This is an optimization exercise on Yosys and OpenROAD, whose aim is small area, a short achievable clock period and few clock cycles, not a production implementation. The RTL was checked by simulation tests, not by an equivalence proof against the original design. Power and IR drop assume default switching activity.

`flow/config.mk`:
```
export PLATFORM = sky130hd
export DESIGN_NAME = beamformer_top
export DESIGN_NICKNAME = beamformer_top
export VERILOG_FILES = /design/flow/design.v
export SDC_FILE = /design/flow/constraint.sdc
export NUM_CORES = 4
export LEC_CHECK = 0
export CAP_MARGIN = 20
export CORE_MARGIN = 2
export CORE_UTILIZATION = 40
export SLEW_MARGIN = 20
```
`flow/constraint.sdc`:
```
create_clock -name core_clock -period 11.0 [get_ports {clk}]
set_input_delay 2.2000 -clock core_clock [delete_from_list [all_inputs] [get_ports {clk}]]
set_output_delay 2.2000 -clock core_clock [all_outputs]
set_load 0.01 [all_outputs]
```
`flow/design.v`:
```
package beam_pkg;
    localparam int DATA_WIDTH    = 16;
    localparam int NUM_CHANNELS  = 8;
    localparam int CHAN_WIDTH    = 3;
    localparam int MAX_DELAY     = 64;
    localparam int DELAY_WIDTH   = 6;
    localparam int SUM_WIDTH     = DATA_WIDTH + CHAN_WIDTH;
    localparam int POS_WIDTH     = 16;
    localparam int ELEMENT_PITCH = 8;
    localparam logic [2:0] CALC_IDLE    = 3'd0;
    localparam logic [2:0] CALC_SQUARE  = 3'd1;
    localparam logic [2:0] CALC_DIVIDE  = 3'd2;
    localparam logic [2:0] CALC_LOAD    = 3'd3;
    localparam logic [2:0] CALC_ACK     = 3'd4;
    localparam logic [2:0] CALC_RELEASE = 3'd5;
    localparam logic [1:0] SUM_IDLE    = 2'd0;
    localparam logic [1:0] SUM_CAPTURE = 2'd1;
    localparam logic [1:0] SUM_SUMMING = 2'd2;
    localparam logic [1:0] SUM_DONE    = 2'd3;
    typedef logic signed [DATA_WIDTH-1:0] sample_t;
    typedef logic signed [SUM_WIDTH-1:0] sum_t;
    typedef logic [DELAY_WIDTH-1:0] delay_t;
    typedef logic [CHAN_WIDTH-1:0] chan_t;
endpackage
`timescale 1ns/100ps
module focus_delay_calc (
    input  logic                           clk,
    input  logic                           reset,
    input  logic                           req,
    input  logic [beam_pkg::POS_WIDTH-1:0] x_f,
    input  logic [beam_pkg::POS_WIDTH-1:0] z_f,
    output logic                           ack,
    output logic                           busy,
    output logic                           load,
    output beam_pkg::chan_t                load_channel,
    output beam_pkg::delay_t               load_delay
);
    logic [2:0]                       state;
    beam_pkg::chan_t                            channel;
    logic [$clog2(2*beam_pkg::POS_WIDTH)-1:0]   bit_cnt;
    logic [beam_pkg::POS_WIDTH-1:0]             x_lat;
    logic [beam_pkg::POS_WIDTH-1:0]             z_lat;
    logic [beam_pkg::POS_WIDTH-1:0]             elem_pos;
    logic [beam_pkg::POS_WIDTH-1:0]             dx;
    logic [beam_pkg::POS_WIDTH:0]               divisor;
    logic [2*beam_pkg::POS_WIDTH-1:0]           quot;
    logic [beam_pkg::POS_WIDTH:0]               rem;
    logic [beam_pkg::POS_WIDTH+1:0]             trial;
    logic [beam_pkg::POS_WIDTH+1:0]             diff;
    logic                             q_bit;
    beam_pkg::delay_t                           delay_clamped;
    assign elem_pos = beam_pkg::POS_WIDTH'(channel) * beam_pkg::POS_WIDTH'(beam_pkg::ELEMENT_PITCH);
    assign dx       = (x_lat >= elem_pos) ? (x_lat - elem_pos) : (elem_pos - x_lat);
    assign divisor  = {z_lat, 1'b0};
    assign trial = {rem, quot[2*beam_pkg::POS_WIDTH-1]};
    assign diff  = trial - {1'b0, divisor};
    assign q_bit = (trial >= {1'b0, divisor});
    assign delay_clamped = (|quot[2*beam_pkg::POS_WIDTH-1:beam_pkg::DELAY_WIDTH]) ?
                           beam_pkg::delay_t'(beam_pkg::MAX_DELAY - 1) : quot[beam_pkg::DELAY_WIDTH-1:0];
    always_ff @(posedge clk) begin
        if (reset) begin
            state   <= beam_pkg::CALC_IDLE;
            channel <= '0;
            bit_cnt <= '0;
            ack     <= 1'b0;
            busy    <= 1'b0;
            load    <= 1'b0;
        end else begin
            load <= 1'b0;
            case (state)
                beam_pkg::CALC_IDLE: begin
                    if (req && !ack) begin
                        busy    <= 1'b1;
                        channel <= '0;
                        state   <= beam_pkg::CALC_SQUARE;
                    end
                end
                beam_pkg::CALC_SQUARE: begin
                    bit_cnt <= '0;
                    state   <= beam_pkg::CALC_DIVIDE;
                end
                beam_pkg::CALC_DIVIDE: begin
                    bit_cnt <= bit_cnt + 1'b1;
                    if (bit_cnt == ($clog2(2*beam_pkg::POS_WIDTH))'(2*beam_pkg::POS_WIDTH - 1)) begin
                        state <= beam_pkg::CALC_LOAD;
                    end
                end
                beam_pkg::CALC_LOAD: begin
                    load <= 1'b1;
                    if (channel == beam_pkg::chan_t'(beam_pkg::NUM_CHANNELS - 1)) begin
                        state <= beam_pkg::CALC_ACK;
                    end else begin
                        channel <= channel + 1'b1;
                        state   <= beam_pkg::CALC_SQUARE;
                    end
                end
                beam_pkg::CALC_ACK: begin
                    ack   <= 1'b1;
                    busy  <= 1'b0;
                    state <= beam_pkg::CALC_RELEASE;
                end
                beam_pkg::CALC_RELEASE: begin
                    if (!req) begin
                        ack   <= 1'b0;
                        state <= beam_pkg::CALC_IDLE;
                    end
                end
                default: begin
                    state <= beam_pkg::CALC_IDLE;
                end
            endcase
        end
    end
    always_ff @(posedge clk) begin
        case (state)
            beam_pkg::CALC_IDLE: begin
                if (req && !ack) begin
                    x_lat <= x_f;
                    z_lat <= z_f;
                end
            end
            beam_pkg::CALC_SQUARE: begin
                quot <= (2*beam_pkg::POS_WIDTH)'(dx) * (2*beam_pkg::POS_WIDTH)'(dx);
                rem  <= '0;
            end
            beam_pkg::CALC_DIVIDE: begin
                quot <= {quot[2*beam_pkg::POS_WIDTH-2:0], q_bit};
                rem  <= q_bit ? diff[beam_pkg::POS_WIDTH:0] : trial[beam_pkg::POS_WIDTH:0];
            end
            beam_pkg::CALC_LOAD: begin
                load_channel <= channel;
                load_delay   <= delay_clamped;
            end
            default: begin
            end
        endcase
    end
endmodule
`timescale 1ns/100ps
module channel_delay_line #(
    parameter beam_pkg::chan_t CHANNEL = '0
) (
    input  logic              clk,
    input  logic              reset,
    input  logic              push,
    input  beam_pkg::sample_t sample_in,
    input  logic              load,
    input  beam_pkg::chan_t   load_channel,
    input  beam_pkg::delay_t  load_delay,
    output beam_pkg::sample_t tap
);
    beam_pkg::sample_t              mem [beam_pkg::MAX_DELAY];
    logic [beam_pkg::MAX_DELAY-1:0] written;
    beam_pkg::delay_t               wr_ptr;
    beam_pkg::delay_t               rd_ptr;
    beam_pkg::delay_t               cur_delay;
    assign rd_ptr = wr_ptr - cur_delay;
    always_ff @(posedge clk) begin
        if (reset) begin
            wr_ptr    <= '0;
            written   <= '0;
            cur_delay <= '0;
        end else begin
            if (load && (load_channel == CHANNEL)) begin
                cur_delay <= load_delay;
            end
            if (push) begin
                written[wr_ptr] <= 1'b1;
                wr_ptr          <= wr_ptr + 1'b1;
            end
        end
    end
    always_ff @(posedge clk) begin
        if (push) begin
            mem[wr_ptr] <= sample_in;
            if (cur_delay == '0) begin
                tap <= sample_in;
            end else if (written[rd_ptr]) begin
                tap <= mem[rd_ptr];
            end else begin
                tap <= '0;
            end
        end
    end
endmodule
`timescale 1ns/100ps
module serial_beam_sum (
    input  logic                                                 clk,
    input  logic                                                 reset,
    input  logic                                                 accept,
    input  logic                                                 busy,
    input  logic [beam_pkg::NUM_CHANNELS*beam_pkg::DATA_WIDTH-1:0] taps,
    output logic                                                 sample_ready,
    output beam_pkg::sum_t                                       beam_out,
    output logic                                                 beam_valid
);
    logic [1:0]                       state;
    logic [1:0]                       next_state;
    beam_pkg::chan_t                            channel;
    logic                             ready_q;
    logic [beam_pkg::NUM_CHANNELS*beam_pkg::DATA_WIDTH-1:0] taps_q;
    beam_pkg::sample_t                          current_sample;
    beam_pkg::sum_t                             acc;
    assign current_sample = beam_pkg::sample_t'(taps_q[channel*beam_pkg::DATA_WIDTH +: beam_pkg::DATA_WIDTH]);
    assign sample_ready = ready_q && !busy;
    always_comb begin
        next_state = state;
        case (state)
            beam_pkg::SUM_IDLE: begin
                if (accept) begin
                    next_state = beam_pkg::SUM_CAPTURE;
                end
            end
            beam_pkg::SUM_CAPTURE: next_state = beam_pkg::SUM_SUMMING;
            beam_pkg::SUM_SUMMING: begin
                if (channel == beam_pkg::chan_t'(beam_pkg::NUM_CHANNELS - 1)) begin
                    next_state = beam_pkg::SUM_DONE;
                end
            end
            beam_pkg::SUM_DONE:    next_state = beam_pkg::SUM_IDLE;
            default:     next_state = beam_pkg::SUM_IDLE;
        endcase
    end
    always_ff @(posedge clk) begin
        if (reset) begin
            state      <= beam_pkg::SUM_IDLE;
            channel    <= '0;
            ready_q    <= 1'b0;
            beam_valid <= 1'b0;
        end else begin
            state      <= next_state;
            ready_q    <= (next_state == beam_pkg::SUM_IDLE);
            beam_valid <= (state == beam_pkg::SUM_DONE);
            if (state == beam_pkg::SUM_SUMMING) begin
                channel <= channel + 1'b1;
            end else begin
                channel <= '0;
            end
        end
    end
    always_ff @(posedge clk) begin
        case (state)
            beam_pkg::SUM_CAPTURE: begin
                taps_q <= taps;
                acc    <= '0;
            end
            beam_pkg::SUM_SUMMING: acc <= acc + beam_pkg::sum_t'(current_sample);
            beam_pkg::SUM_DONE:    beam_out <= acc;
            default: begin
            end
        endcase
    end
endmodule
`timescale 1ns/100ps
module beamformer_top (
    input  logic                                                 clk,
    input  logic                                                 reset,
    input  logic                                                 req,
    input  logic [beam_pkg::POS_WIDTH-1:0]                       x_f,
    input  logic [beam_pkg::POS_WIDTH-1:0]                       z_f,
    input  logic [beam_pkg::NUM_CHANNELS*beam_pkg::DATA_WIDTH-1:0] rf_data,
    input  logic                                                 sample_valid,
    output logic                                                 ack,
    output logic                                                 sample_ready,
    output beam_pkg::sum_t                                       beam_out,
    output logic                                                 beam_valid
);
    logic                               busy;
    logic                               load;
    beam_pkg::chan_t                              load_channel;
    beam_pkg::delay_t                             load_delay;
    logic                               accept;
    logic [beam_pkg::NUM_CHANNELS*beam_pkg::DATA_WIDTH-1:0] taps;
    assign accept = sample_valid && sample_ready;
    focus_delay_calc focus_calc_i (
        .clk          (clk),
        .reset        (reset),
        .req          (req),
        .x_f          (x_f),
        .z_f          (z_f),
        .ack          (ack),
        .busy         (busy),
        .load         (load),
        .load_channel (load_channel),
        .load_delay   (load_delay)
    );
    for (genvar k = 0; k < beam_pkg::NUM_CHANNELS; k++) begin : g_channel
        channel_delay_line #(
            .CHANNEL (beam_pkg::chan_t'(k))
        ) delay_line_i (
            .clk          (clk),
            .reset        (reset),
            .push         (accept),
            .sample_in    (rf_data[k*beam_pkg::DATA_WIDTH +: beam_pkg::DATA_WIDTH]),
            .load         (load),
            .load_channel (load_channel),
            .load_delay   (load_delay),
            .tap          (taps[k*beam_pkg::DATA_WIDTH +: beam_pkg::DATA_WIDTH])
        );
    end
    serial_beam_sum beam_sum_i (
        .clk          (clk),
        .reset        (reset),
        .accept       (accept),
        .busy         (busy),
        .taps         (taps),
        .sample_ready (sample_ready),
        .beam_out     (beam_out),
        .beam_valid   (beam_valid)
    );
endmodule
```
`flow/run.sh`:
```
#!/bin/bash
# synth_recipe.tcl (not shown) runs the flow's synth.tcl, then flattens the netlist and writes it again
# the make line also repeats each setting of config.mk as NAME=value (left out here)
make -C /OpenROAD-flow-scripts/flow DESIGN_CONFIG=/design/flow/config.mk WORK_HOME=/design/flow/orfs CLKGATE_MAP_FILE= SYNTH_SCRIPT=/design/flow/synth_recipe.tcl finish
```
==> notes.md <==
## where the power goes
group	leakage (uW)	switching [uW]	internal (uW)
Sequential	0.0822	207	38900
Clock	0.0142	13300	17200
Combinational	0.0346	7480	5650
## how the worst min path moves through the flow
stage                                           from                     end
floorplan           g_channel[0].delay_line_i.tap[0]    beam_sum_i.taps_q[0]
global placement               beam_sum_i.channel[0]   beam_sum_i.channel[0]
detailed placement             beam_sum_i.channel[0]   beam_sum_i.channel[0]
CTS                            beam_sum_i.channel[0]   beam_sum_i.channel[0]
global route        g_channel[7].delay_line_i.tap[1]  beam_sum_i.taps_q[113]
finish                         beam_sum_i.channel[0]   beam_sum_i.channel[0]
## placed cells by master (no fill, tap or decap), drive strengths merged, types with 34 or more instances in the layout
| cell | n |
|---|---|
| and2 | 49 |
| buf | 855 |
| a31oi | 111 |
| xnor2 | 101 |
| clkdlybuf4s50 | 56 |
| a21oi | 505 |
| edfxtp | 8576 |
| o211ai | 129 |
| nand2 | 495 |
| fa | 173 |
| nand3 | 60 |
| clkbuf | 1159 |
| and3 | 66 |
| diode | 34 |
| ha | 229 |
| inv | 376 |
| nor3 | 54 |
| mux4 | 2752 |
| nor4 | 38 |
| bufinv | 72 |
| dfxtp | 629 |
| o21ai | 185 |
| xor2 | 86 |
| a21o | 58 |
| clkinv | 397 |
| nor2 | 1337 |
| mux2i | 214 |
| mux2 | 146 |
## routing by layer
metal	up-vias	routed length, um
li1	73566	-
met1	94226	381000
met2	6292	417000
met3	1263	61000
met4	12	23200
met5	-	81
## area by class of cell
class / count / area share (%)
Antenna cell: 34 / 0.0205
Multi-Input combinational cell: 7014 / 22.0
Inverter: 344 / 0.314
Timing Repair Buffer: 911 / 1.75
Clock buffer: 1159 / 5.81
Tap cell: 12144 / 3.67
Clock inverter: 527 / 1.23
Sequential cell: 9205 / 65.2
## flip-flops by register name, indices dropped and copies added (netlist names), 5 cells and up
signal and cells:
focus_calc_i.z_lat 16, g_channel.delay_line_i.mem 8192, beam_sum_i.beam_out 19, focus_calc_i.quot 32, focus_calc_i.rem 17, focus_calc_i.load_delay 6, g_channel.delay_line_i.cur_delay 48, beam_sum_i.taps_q 128
focus_calc_i.bit_cnt 5, g_channel.delay_line_i.written 512, g_channel.delay_line_i.wr_ptr 48, beam_sum_i.acc 19, g_channel.delay_line_i.tap 128, focus_calc_i.x_lat 16
## cells by family after synthesis
family | Yosys count
flip-flops | 9205
AO/OA/AOI/OAI | 1058
adder cells (fa/ha/maj) | 402
multiplexers | 3112
AND/OR/NAND/NOR | 2254
XOR/XNOR | 188
buffers and inverters | 1303
## worst reg2reg max path: cells and delay by family, from the launching register on
family,cells,cell delay [ns]
adders and majority gates,8,3.38
AOI/OAI and AO/OA,7,2.25
and+or+nand+nor,7,1.84
buffers and inverters,8,1.01
DFF,1,0.52
xor gates and xnor gates,2,0.27
muxes,1,0.26
## through the flow
stage               power [uW]  cell area, um^2  instances  hold slack (ns)
global placement         53000           385000      29609            0.389
detailed placement       53100           385000      29613            0.392
CTS                      83500           414000      31299            0.401
finish                   82700           414000      31338            0.398
floorplan                49200           365000      17522            0.400
global route             86100           414000      31308            0.407
==> flow_metrics.env <==
export IMPL_status="finished clean"
export IMPL_yosysWarnings=10
export IMPL_crit_fanout=13
export IMPL_worst_slack_ns=1.20
export IMPL_yosys_area_top_type_share_pct=70.6
export IMPL_worstPathArrival_ns=10.70
export IMPL_htreeDepth=6
export IMPL_synth_edf_count=8576
export IMPL_start_kind="flop"
export IMPL_synth_nets=18088
export IMPL_wire_per_inst_um=28.1
export IMPL_powerDensity_nw_per_um2=200
export IMPL_drc=0
export IMPL_vias=175359
export IMPL_async_flop_share_pct=0
export IMPL_drive_above_1_share_pct=28.5
export IMPL_ctsRootBufferMaster="clkbuf_16"
export IMPL_syn_area_um2=365000
export IMPL_cts_tree="yes"
export IMPL_drtIter0Drc=19095
export IMPL_netlist_top_cells_count="8,576 x edfxtp_1, 2,752 x mux4_2, 1,336 x nor2_1"
export IMPL_setup_violations=0
export IMPL_cp_required_ns=11.91
export IMPL_r2r_start="focus_calc_i.x_lat[0]"
export IMPL_hold_viol=0
export IMPL_met2_usage_pct=29.8
export IMPL_cp_slowest_cell="o31ai_1"
export IMPL_reg2reg_slack_ns=1.20
export IMPL_numCtsBuffers=904
export IMPL_crit_path_end_kind="flop"
export IMPL_yosys_top_cells_area="edfxtp_1 71%, mux4_2 17%, dfxtp_1 3.5%"
export IMPL_hpwl_um=506000
export IMPL_clk_latency_ns=1.20
export IMPL_leakagePower_uw=0.131
export IMPL_fp_row_count=350
export IMPL_gr_max_usage_layer="met2"
export IMPL_path_clk_slew_ns=0.07
export IMPL_track_usage_pct=18.8
export IMPL_maxCapViolCount=0
export IMPL_critPathCapture="focus_calc_i.quot[31]"
export IMPL_fin_crit_sh_pct=89.1
export IMPL_crit_buf_inv=8
export IMPL_critPathKind="flop to flop"
export IMPL_core_area_um2=908000
export IMPL_ys_types=65
export IMPL_cp_common_cell="inv_1"
export IMPL_synth_main_ff_cell="edfxtp_1"
export IMPL_wl_um=882000
export IMPL_yosys_area_share_adder_pct=1.74
export IMPL_firstDrtPassIters=5
export IMPL_reg2reg_to="focus_calc_i.quot[31]"
export IMPL_multi_input_area_um2=91100
export IMPL_finalNetCount=18946
export IMPL_die_area_um2=919000
export IMPL_numClockSinks=9205
export IMPL_grt_pass1_wl_um=1280000
export IMPL_use_met1_pct=27.7
export IMPL_ys_ff_latch=9205
export IMPL_path_delay_family="adder cells"
export IMPL_finalCriticalPeriod_ns=9.80
export IMPL_yosysMostFrequentCell="edfxtp_1"
export IMPL_timing_worst_slew_pin_value_ns=1.23
export IMPL_io_buffers=185
export IMPL_die_h_um=959
export IMPL_peakVddDrop_mv=0.704
export IMPL_reg2reg_depth=33
export IMPL_post_synth_cell_area_avg_um2=20.8
export IMPL_crit_cells=33
export IMPL_cts_setup_buffers=0
export IMPL_final_util_pct=45.6
export IMPL_synth_simple_area_share_pct=2.61
export IMPL_synth_xor_area_share_pct=0.455
export IMPL_clock_path_buffers=4
export IMPL_worstSetupStartpoint="focus_calc_i.x_lat[0]"
export IMPL_yosysTopAreaCell="edfxtp_1"
export IMPL_start_util_pct=40.1
export IMPL_grt_met3_usage_pct=2.88
export IMPL_viasPerCell=5.60
export IMPL_max_freq_mhz=102
export IMPL_slew_viol_final=0
export IMPL_grt_overflow=0
export IMPL_ant_nets=0
export IMPL_nFillCells=75706
export IMPL_critPathMaxStageDelay_ns=0.74
export IMPL_syn_inst=17522
export IMPL_hold_buffers=0
export IMPL_tns_ns=0
export IMPL_whs_path_depth=1
export IMPL_grt_pass1_vias=176679
export IMPL_seqCellArea_um2=270000
export IMPL_cts_resized=0
export IMPL_synthMuxAreaShare_pct=18.0
export IMPL_grt_max_degree=219
export IMPL_synth_top_family_by_area="multiplexers"
export IMPL_place_congestion=0.806
export IMPL_slew_headroom_pct=18.1
export IMPL_ioPinCount=186
export IMPL_fin_skew_ns=0.0750
export IMPL_synth_compound_area_share_pct=1.68
export IMPL_die_w_um=959
export IMPL_area_growth_pct=13.6
export IMPL_antenna_found_initial=68
export IMPL_hold_class="flop to flop"
export IMPL_rsz0062_at_grt="no"
export IMPL_dp_slack_ns=1.26
export IMPL_synth_seq_area_share_pct=74.1
Testbench counts, summed over its fixed seeds: cycles 62,016.

==> what the ideal ports hide <==
How much do the figures lean on ideal ports? The routed layout below was timed once more, with nothing changed but the port constraints. Step 1 sets driving cells, clkbuf_16 on the clock port and buf_2 on the other inputs (assumed; they add their load-dependent delay and slew). Step 2 moves the port delays by t, midway between the first and last clock arrival at a register: inputs arrive t later, outputs are due t later. That takes back most of the time a late clock gives input paths. Slacks: no drivers / after step 1 / after step 2; pairs: no drivers / after step 1.
t (ns): 1.317
slack for setup (ns): 1.203 / 1.203 / 1.203
hold WS [ns]: 0.398 / 0.398 / 0.398
After both steps this run still meets setup and hold. For this run, drivers alone change the setup slack by 0.000 ns; drivers and shift together by 0.000 ns.
